What follows belongs to an exercise in optimizing a design on an open flow for small area; a production flow would make more cautious choices. In this exercise RTL edits were held to simulation tests only and were not proved equivalent to the original. No activity file was given, so power comes from the tool's default toggle rates.

## inst_buffer
module inst_buffer #(
  parameter int DEPTH       = 16,
  parameter int FULL_MARGIN = 4
) (
  input  logic        clk,
  input  logic        rst,
  input  logic        flush,
  input  logic        data_ok1,
  input  logic        data_ok2,
  input  logic [31:0] rdata1,
  input  logic [31:0] rdata2,
  input  logic [31:0] raddr1,
  input  logic [31:0] raddr2,
  input  logic [34:0] predict_pkt1,
  input  logic [34:0] predict_pkt2,
  input  logic        dec_stall,
  output logic        instbuffer_full,
  output logic        issue_valid1,
  output logic        issue_valid2,
  output logic [31:0] issue_inst1,
  output logic [31:0] issue_inst2,
  output logic [31:0] issue_addr1,
  output logic [31:0] issue_addr2,
  output logic [34:0] issue_pkt1,
  output logic [34:0] issue_pkt2,
  output logic        overflow_err
);
  localparam int AW = $clog2(DEPTH);
  localparam int CW = AW + 1;
  localparam int HD = DEPTH / 2;
  localparam int W  = 99;
  logic [W-1:0]  bank_e [HD];
  logic [W-1:0]  bank_o [HD];
  logic [AW-1:0] rd_ptr_q, wr_ptr_q;
  ...
clock: 6.0 ns
lec_check: 0
cap_margin: 20
core_margin: 2
core_utilization: 60
cts_buf_list: sky130_fd_sc_hd__clkbuf_8
cts_cluster_diameter: 45
cts_cluster_size: 24
slew_margin: 20
synth_hierarchical: 1
synth_minimum_keep_size: 0
standard.sh (not shown) runs the stock make flow with config.mk's settings and CLKGATE_MAP_FILE= SYNTH_SCRIPT=/design/flow/synth_recipe.tcl, a recipe that flattens the netlist after the stock synthesis.
==> flow/flow/run.sh <==
#!/bin/bash
# Standard layout, with each port buffered by the smallest buffer cell.
set -euo pipefail
cd "$(dirname "$0")/.."
bash standard.sh 'BUFFER_PORTS_ARGS=-buffer_cell sky130_fd_sc_hd__buf_1' finish > standard_flow.log 2>&1
The baseline produced a clean layout.
Then changed:
==> flow/flow/run.sh (replaced) <==
#!/bin/bash
# Standard layout, with each port buffered by the smallest buffer cell and
# clock tree synthesis without dummy loads.
set -euo pipefail
cd "$(dirname "$0")/.."
bash standard.sh \
  'BUFFER_PORTS_ARGS=-buffer_cell sky130_fd_sc_hd__buf_1' \
  'CTS_ARGS=-sink_clustering_enable -repair_clock_nets -sink_clustering_size 30 -sink_clustering_max_diameter 55 -buf_list sky130_fd_sc_hd__clkbuf_16 -dont_use_dummy_load' \
  finish > standard_flow.log 2>&1
Settings changed: CORE_UTILIZATION 60 to 70, CTS_BUF_LIST sky130_fd_sc_hd__clkbuf_8 to default, CTS_CLUSTER_DIAMETER 45 to default, CTS_CLUSTER_SIZE 24 to default, PLACE_DENSITY from default to 0.75.
Result:
- The new run completed with no timing, DRC or antenna violations
- via count went up by 1.4%
- first-iteration DRC count went up by 20%
- total power went down by 3.8%
- setup slack gets better by 0.052 ns
- worst hold slack gets better by 0.037 ns
- clock power went down by 12%
- sequential power barely changes
- final area went down by 1.7%
Then changed:
==> flow/flow/run.sh (replaced) <==
#!/bin/bash
# Standard layout, with each port buffered by the smallest buffer cell.
set -euo pipefail
cd "$(dirname "$0")/.."
bash standard.sh 'BUFFER_PORTS_ARGS=-buffer_cell sky130_fd_sc_hd__buf_1' finish > standard_flow.log 2>&1
Settings changed: CORE_UTILIZATION 70 to 75, CTS_BUF_LIST from default to sky130_fd_sc_hd__clkbuf_8, CTS_CLUSTER_DIAMETER from default to 45, CTS_CLUSTER_SIZE from default to 24, PLACE_DENSITY 0.75 to 0.8.
After rerunning: The changed run finished clean. Area after synthesis is unchanged. Cell area stays flat. Non-clock buffer count came out lower by 14. Register-to-register slack is worse by 0.30 ns. Die area is lower by a few percent. Power rises slightly. Worst setup slack gets worse by 0.14 ns. First-iteration DRC count went up by a few percent. Via count went up slightly.


Another version of the RTL of inst_buffer (not shown whole).
Size in the first run: roughly 3200 cells after synthesis, ~1600 flip-flops, roughly 410 I/O pins, roughly 59000 um^2 of cells after synthesis.
==> flow/config.mk <==
export PLATFORM = sky130hd
export DESIGN_NAME = inst_buffer
export DESIGN_NICKNAME = inst_buffer
export VERILOG_FILES = /design/flow/design.v
export SDC_FILE = /design/flow/constraint.sdc
export NUM_CORES = 4
export LEC_CHECK = 0
export CAP_MARGIN = 20
export CORE_MARGIN = 2
export CORE_UTILIZATION = 70
export PLACE_DENSITY = 0.75
export SLEW_MARGIN = 20
export SYNTH_HIERARCHICAL = 1
export SYNTH_MINIMUM_KEEP_SIZE = 0
==> flow/constraint.sdc <==
create_clock -name core_clock -period 6.0 [get_ports {clk}]
set_input_delay 1.2000 -clock core_clock [delete_from_list [all_inputs] [get_ports {clk}]]
set_output_delay 1.2000 -clock core_clock [all_outputs]
set_load 0.01 [all_outputs]
==> flow/flow/run.sh <==
#!/bin/bash
# Standard layout, with each port buffered by the smallest buffer cell and
# clock tree synthesis without dummy loads.
set -euo pipefail
cd "$(dirname "$0")/.."
bash standard.sh \
  'BUFFER_PORTS_ARGS=-buffer_cell sky130_fd_sc_hd__buf_1' \
  'CTS_ARGS=-sink_clustering_enable -repair_clock_nets -sink_clustering_size 20 -sink_clustering_max_diameter 55 -buf_list sky130_fd_sc_hd__clkbuf_8 -dont_use_dummy_load' \
  RECOVER_POWER=100 REMOVE_ABC_BUFFERS=1 \
  finish > standard_flow.log 2>&1
The baseline completed and failed the layout checks on max-capacitance violations, max-slew violations.
Next try:
--- a/flow/flow/run.sh
+++ b/flow/flow/run.sh
@@ -9 +8,0 @@
-  RECOVER_POWER=100 REMOVE_ABC_BUFFERS=1 \
Effect:
- With this change the flow ran to the end with no violations
- synthesized area stays the same
- via count goes up by 0.77%
- combinational power is about the same
- final area goes up by 0.59%
- hold slack improves by 17 ps
- routed wire length goes up by 1.7%
- flip-flop and latch count stays the same
- die area is unchanged
- worst setup slack degrades by 47 ps
- register-to-register slack improves by 1200 ps
Next try:
--- a/flow/flow/run.sh
+++ b/flow/flow/run.sh
@@ -8 +8 @@
-  'CTS_ARGS=-sink_clustering_enable -repair_clock_nets -sink_clustering_size 20 -sink_clustering_max_diameter 55 -buf_list sky130_fd_sc_hd__clkbuf_8 -dont_use_dummy_load' \
+  'CTS_ARGS=-sink_clustering_enable -repair_clock_nets -sink_clustering_size 24 -sink_clustering_max_diameter 45 -buf_list sky130_fd_sc_hd__clkbuf_8 -dont_use_dummy_load' \
Outcome:
- The new run went through all stages and came out clean
- total power rose by 1.6%
- clock-buffer cell count came out higher by 29
- setup slack improved by 3.3 ps
- register-to-register slack degrades by 30 ps
- global-route usage went up by 0.18 points
Next try:
--- a/flow/flow/run.sh
+++ b/flow/flow/run.sh
@@ -8 +8,2 @@
-  'CTS_ARGS=-sink_clustering_enable -repair_clock_nets -sink_clustering_size 24 -sink_clustering_max_diameter 45 -buf_list sky130_fd_sc_hd__clkbuf_8 -dont_use_dummy_load' \
+  'CTS_ARGS=-sink_clustering_enable -repair_clock_nets -sink_clustering_size 20 -sink_clustering_max_diameter 55 -buf_list sky130_fd_sc_hd__clkbuf_8 -dont_use_dummy_load' \
+  RECOVER_POWER=100 \
Effect:
- The new run produced a layout that fails on max-capacitance violations, max-slew violations
- via count fell by 0.49%
- combinational power barely changes
- clock power fell by 9.8%
- final cell count fell by 0.59%
- total power fell by 1.8%
- maximum frequency rose by 0.44%
- non-clock buffer count is unchanged
- worst hold slack gets better by 39 ps
- global-route usage fell by 0.18 points
Next try:
--- a/flow/flow/run.sh
+++ b/flow/flow/run.sh
@@ -8,2 +8 @@
-  'CTS_ARGS=-sink_clustering_enable -repair_clock_nets -sink_clustering_size 20 -sink_clustering_max_diameter 55 -buf_list sky130_fd_sc_hd__clkbuf_8 -dont_use_dummy_load' \
-  RECOVER_POWER=100 \
+  'CTS_ARGS=-sink_clustering_enable -repair_clock_nets -sink_clustering_size 20 -sink_clustering_max_diameter 60 -buf_list sky130_fd_sc_hd__clkbuf_8 -dont_use_dummy_load' \
The new run went through all stages and came out clean. Critical path depth is unchanged. Synthesized cell count stays the same. Flip-flop and latch count stays the same. Cell count is about the same. Via count stays flat. Sequential share of layout area falls by 0.42 points. Design area rises slightly.


inst_buffer again, from the RTL that the note above started with.
export LEC_CHECK = 0
export CAP_MARGIN = 20
export CORE_MARGIN = 2
export CORE_UTILIZATION = 70
export GPL_TIMING_DRIVEN = 0
export PLACE_DENSITY = 0.75
export SLEW_MARGIN = 20
export SYNTH_HIERARCHICAL = 1
export SYNTH_MINIMUM_KEEP_SIZE = 0
create_clock -name core_clock -period 6.0 [get_ports {clk}]
==> flow/flow/run.sh <==
#!/bin/bash
# Standard layout, with each port buffered by the smallest buffer cell and
# clock tree synthesis without dummy loads.
set -euo pipefail
cd "$(dirname "$0")/.."
bash standard.sh \
  'BUFFER_PORTS_ARGS=-buffer_cell sky130_fd_sc_hd__buf_1' \
  'CTS_ARGS=-sink_clustering_enable -repair_clock_nets -sink_clustering_size 20 -sink_clustering_max_diameter 60 -buf_list sky130_fd_sc_hd__clkbuf_8 -dont_use_dummy_load' \
  finish > standard_flow.log 2>&1
Edit:
==> flow/flow/run.sh (replaced) <==
#!/bin/bash
# Standard layout, with each port buffered by the smallest buffer cell, clock
# tree synthesis without dummy loads, and power recovery (gate downsizing)
# after global routing followed by a design repair.
set -euo pipefail
cd "$(dirname "$0")/.."
here=$(pwd)
bash standard.sh \
  'BUFFER_PORTS_ARGS=-buffer_cell sky130_fd_sc_hd__buf_1' \
  'CTS_ARGS=-sink_clustering_enable -repair_clock_nets -sink_clustering_size 20 -sink_clustering_max_diameter 55 -buf_list sky130_fd_sc_hd__clkbuf_8 -dont_use_dummy_load' \
  RECOVER_POWER=100 \
  "POST_GLOBAL_ROUTE_TCL=$here/flow/post_grt.tcl" \
  finish > standard_flow.log 2>&1
==> flow/flow/post_grt.tcl (new file) <==
# After power recovery has downsized gates, fix any slew or capacitance
# violations it left, then refresh the placement, routing and guides.
log_cmd global_route -start_incremental
repair_design_helper
log_cmd detailed_placement
log_cmd global_route -end_incremental
log_cmd estimate_parasitics -global_routing
report_check_types -max_slew -max_capacitance -violators
write_guides $::env(RESULTS_DIR)/route.guide
--- a/flow/config.mk
+++ b/flow/config.mk
@@ -10,3 +10,2 @@
 export CORE_UTILIZATION = 70
-export GPL_TIMING_DRIVEN = 0
 export PLACE_DENSITY = 0.75
=>
- non-clock buffer count falls by 139
- count of clock-buffer cells in the layout went up by 12
- area after synthesis is unchanged
- maximum frequency rises slightly
- cell area came out lower by a few percent
- clock power climbs by a few percent
- sequential share of layout area rose by 2.9 points
- first-iteration DRC count shrinks by a few percent
Edit:
==> flow/flow/run.sh (replaced) <==
#!/bin/bash
# Standard layout, with each port buffered by the smallest buffer cell and
# clock tree synthesis without dummy loads.
set -euo pipefail
cd "$(dirname "$0")/.."
bash standard.sh \
  'BUFFER_PORTS_ARGS=-buffer_cell sky130_fd_sc_hd__buf_1' \
  'CTS_ARGS=-sink_clustering_enable -repair_clock_nets -sink_clustering_size 20 -sink_clustering_max_diameter 55 -buf_list sky130_fd_sc_hd__clkbuf_8 -dont_use_dummy_load' \
  finish > standard_flow.log 2>&1
--- a/flow/config.mk
+++ b/flow/config.mk
@@ -9,4 +9,4 @@
 export CORE_MARGIN = 2
-export CORE_UTILIZATION = 70
-export PLACE_DENSITY = 0.75
+export CORE_UTILIZATION = 80
+export PLACE_DENSITY = 0.85
 export SLEW_MARGIN = 20
removed: flow/flow/post_grt.tcl
Die area fell by 12%.
Sequential share of layout area rose by 0.63 points.
Clock skew hardly moves.


## run 1
inst_buffer, a different RTL version from the one above (not shown whole).
For scale: roughly 3,000 cells after synthesis, ~1,600 flip-flops, about 410 I/O pins, ~0.060 mm^2 of cells after synthesis.
Design inst_buffer, start of the top module:
module inst_buffer #(
  parameter int DEPTH       = 16,
  parameter int FULL_MARGIN = 4
) (
  input  logic        clk,
  input  logic        rst,
  input  logic        flush,
  input  logic        data_ok1,
  input  logic        data_ok2,
  input  logic [31:0] rdata1,
  input  logic [31:0] rdata2,
  input  logic [31:0] raddr1,
  input  logic [31:0] raddr2,
  input  logic [34:0] predict_pkt1,
  input  logic [34:0] predict_pkt2,
  input  logic        dec_stall,
  output logic        instbuffer_full,
  output logic        issue_valid1,
  output logic        issue_valid2,
  output logic [31:0] issue_inst1,
  output logic [31:0] issue_inst2,
  output logic [31:0] issue_addr1,
  output logic [31:0] issue_addr2,
  output logic [34:0] issue_pkt1,
  output logic [34:0] issue_pkt2,
  output logic        overflow_err
);
  localparam int AW = $clog2(DEPTH);
  localparam int CW = AW + 1;
  localparam int HD = DEPTH / 2;
  localparam int W  = 99;
  logic [W-1:0]  bank_e [HD];
  logic [W-1:0]  bank_o [HD];
  logic [AW-1:0] rd_ptr_q, wr_ptr_q;
  logic [CW-1:0] count_q;
  logic          ovf_q;
  logic [1:0]    push_n, acc_n, pop_n;
  logic [CW-1:0] space;
  logic          drop, valid1, valid2, we1, we2;
  logic [AW-1:0] wr_ptr_p1, rd_ptr_p1;
  logic [W-1:0]  in1, in2, wdn_e, wdn_o;
  logic [HD-1:0] sel_e, sel_o, wen_e, wen_o;
  logic [W-1:0]  rdn_e, rdn_o, out1, out2;
  logic          sel1_en, sel1_on, sel2_en, sel2_on;
  assign in1 = {predict_pkt1, raddr1, rdata1};
  assign in2 = {predict_pkt2, raddr2, rdata2};
  always_comb begin
    push_n    = {1'b0, data_ok1} + {1'b0, data_ok1 & data_ok2};
    space     = CW'(DEPTH) - count_q;
    drop      = {{(CW-2){1'b0}}, push_n} > space;
    acc_n     = drop ? space[1:0] : push_n;
    valid1    = (count_q != '0) & ~dec_stall;
    valid2    = (count_q >= CW'(2)) & ~dec_stall;
  ...
export LEC_CHECK = 0
export CAP_MARGIN = 20
export CORE_MARGIN = 2
export CORE_UTILIZATION = 60
export CTS_BUF_LIST = sky130_fd_sc_hd__clkbuf_8
export CTS_CLUSTER_DIAMETER = 50
export CTS_CLUSTER_SIZE = 28
export SLEW_MARGIN = 20
export SYNTH_HIERARCHICAL = 1
export SYNTH_MINIMUM_KEEP_SIZE = 0
create_clock -name core_clock -period 6.0 [get_ports {clk}]
==> flow/flow/run.sh <==
#!/bin/bash
# Standard layout, with each port buffered by the smallest buffer cell.
set -euo pipefail
cd "$(dirname "$0")/.."
bash standard.sh 'BUFFER_PORTS_ARGS=-buffer_cell sky130_fd_sc_hd__buf_1' finish > standard_flow.log 2>&1
Per the final summary, run 1 finished and its layout is clean on timing, DRC and antenna.
Edits applied to the flow inputs when going from run 1 to run 2:
==> flow/run.sh (new file) <==
#!/bin/bash
# synth_recipe.tcl (not shown) runs the flow's synth.tcl, then flattens the netlist and writes it again
# the make line also repeats each setting of config.mk as NAME=value (left out here)
make -C /OpenROAD-flow-scripts/flow DESIGN_CONFIG=/design/flow/config.mk WORK_HOME=/design/flow/orfs CLKGATE_MAP_FILE= SYNTH_SCRIPT=/design/flow/synth_recipe.tcl finish
removed: flow/flow/run.sh
removed: flow/standard.sh
==> comparison <==
There was hardly any difference in area taken by multi-input logic gates between run 2 and run 1. Run 1 has higher maximum operating frequency than run 2. Both conditions hold for run 1: the flow ran to the end and the final layout passed the timing, DRC and antenna checks. Run 2 completed; timing, DRC and antenna clean. Run 2: routed wire length about 2.3% above run 1. Run 1 vs run 2, capturing instance or port of the critical path: issue_pkt2[30] vs issue_addr1[19].
--- input diff run 2..run 3 ---
- CTS_CLUSTER_SIZE no longer set, was 28
- CTS_CLUSTER_DIAMETER no longer set, was 50
- CTS_BUF_LIST no longer set, was sky130_fd_sc_hd__clkbuf_8
Notes after the runs:
Run 3 did not stop at any stage, and its layout met the timing, DRC and antenna checks.
From run 2 to run 3 the numbers moved as follows: final core utilization went up 2.0 points; worst setup slack went up 26 ps; quantity of gates resized following cts fell by 1.


inst_buffer with an RTL version that a note above also has.
Size in the first run: about 3200 cells after synthesis, roughly 1600 flip-flops, roughly 59000 sq um of cells after synthesis.
export LEC_CHECK = 0
export CAP_MARGIN = 0
export CORE_MARGIN = 2
export CORE_UTILIZATION = 70
export PLACE_DENSITY = 0.75
export SLEW_MARGIN = 0
export SYNTH_HIERARCHICAL = 1
export SYNTH_MINIMUM_KEEP_SIZE = 0
create_clock -name core_clock -period 6.0 [get_ports {clk}]
==> flow/flow/run.sh <==
#!/bin/bash
# Standard layout, with each port buffered by the smallest buffer cell and
# clock tree synthesis without dummy loads.
set -euo pipefail
cd "$(dirname "$0")/.."
bash standard.sh \
  'BUFFER_PORTS_ARGS=-buffer_cell sky130_fd_sc_hd__buf_1' \
  'CTS_ARGS=-sink_clustering_enable -repair_clock_nets -sink_clustering_size 24 -sink_clustering_max_diameter 45 -buf_list sky130_fd_sc_hd__clkbuf_8 -dont_use_dummy_load' \
  finish > standard_flow.log 2>&1
The first run finished clean.
Rerun with:
--- a/flow/config.mk
+++ b/flow/config.mk
@@ -7,3 +7,3 @@
 export LEC_CHECK = 0
-export CAP_MARGIN = 0
+export CAP_MARGIN = 20
 export CORE_MARGIN = 2
@@ -11,3 +11,3 @@
 export PLACE_DENSITY = 0.75
-export SLEW_MARGIN = 0
+export SLEW_MARGIN = 20
 export SYNTH_HIERARCHICAL = 1
What happened:
- via count barely changes
- worst hold slack gets better by 0.018 ns
- critical path depth does not change

-- port drivers added, routing unchanged --
No port has a modelled driver above. Below, the same layouts with a new extraction and two added sets of constraints.
Step 1: set_driving_cell puts a clkbuf_16 on clk and a buf_2 on each other input, an assumption about the parent block.
Step 2 adds t to the input delays and takes it off the output delays; t is the mean of the earliest and latest rising clock arrival at the registers after step 1. Input paths then give back, and output paths get back, about the clock's delay inside the block.
Three values: ideal, step 1, step 2; two values: the first two.
run	t (ns)	slack for setup (ns)	hold WS [ns]	worst register clock-pin slew, ns
the first run of note 1	0.929	0.217 / 0.142 / 1.071	0.457 / 0.410 / 0.505	0.11 / 0.11
the second run of note 1	0.736	0.268 / 0.194 / 0.930	0.494 / 0.494 / 0.494	0.10 / 0.10
the third run of note 1	0.895	0.131 / 0.059 / 0.950	0.481 / 0.442 / 0.532	0.12 / 0.12
the first run of note 2	0.835	0.234 / 0.234 / -0.238	0.418 / 0.377 / 0.524	0.12 / 0.12
the second run of note 2	0.812	0.187 / 0.117 / 0.930	0.435 / 0.388 / 0.527	0.12 / 0.12
the third run of note 2	0.869	0.190 / 0.117 / 0.986	0.395 / 0.345 / 0.521	0.11 / 0.11
the fourth run of note 2	0.814	0.216 / 0.146 / -0.038	0.434 / 0.386 / 0.526	0.12 / 0.12
the fifth run of note 2	0.777	0.256 / 0.185 / 0.963	0.475 / 0.428 / 0.528	0.12 / 0.12
the first run of note 3	0.815	0.108 / 0.041 / 0.856	0.424 / 0.386 / 0.523	0.12 / 0.12
the second run of note 3	0.816	0.217 / 0.146 / 0.919	0.434 / 0.385 / 0.528	0.12 / 0.12
the third run of note 3	0.797	0.279 / 0.207 / 1.004	0.463 / 0.419 / 0.537	0.12 / 0.12
run 1	0.912	0.309 / 0.241 / 1.104	0.472 / 0.430 / 0.526	0.12 / 0.12
run 2	0.909	0.201 / 0.131 / 0.617	0.530 / 0.530 / 0.530	0.12 / 0.12
run 3	0.819	0.227 / 0.155 / 0.621	0.523 / 0.523 / 0.523	0.06 / 0.06
the first run of note 5	0.861	0.181 / 0.114 / 0.974	0.479 / 0.438 / 0.516	0.11 / 0.11
the second run of note 5	0.869	0.156 / 0.087 / 0.956	0.497 / 0.457 / 0.497	0.11 / 0.11
For the first run of note 2, which loses most, drivers alone change the setup slack by 0.000 ns; drivers and shift together by -0.472 ns.
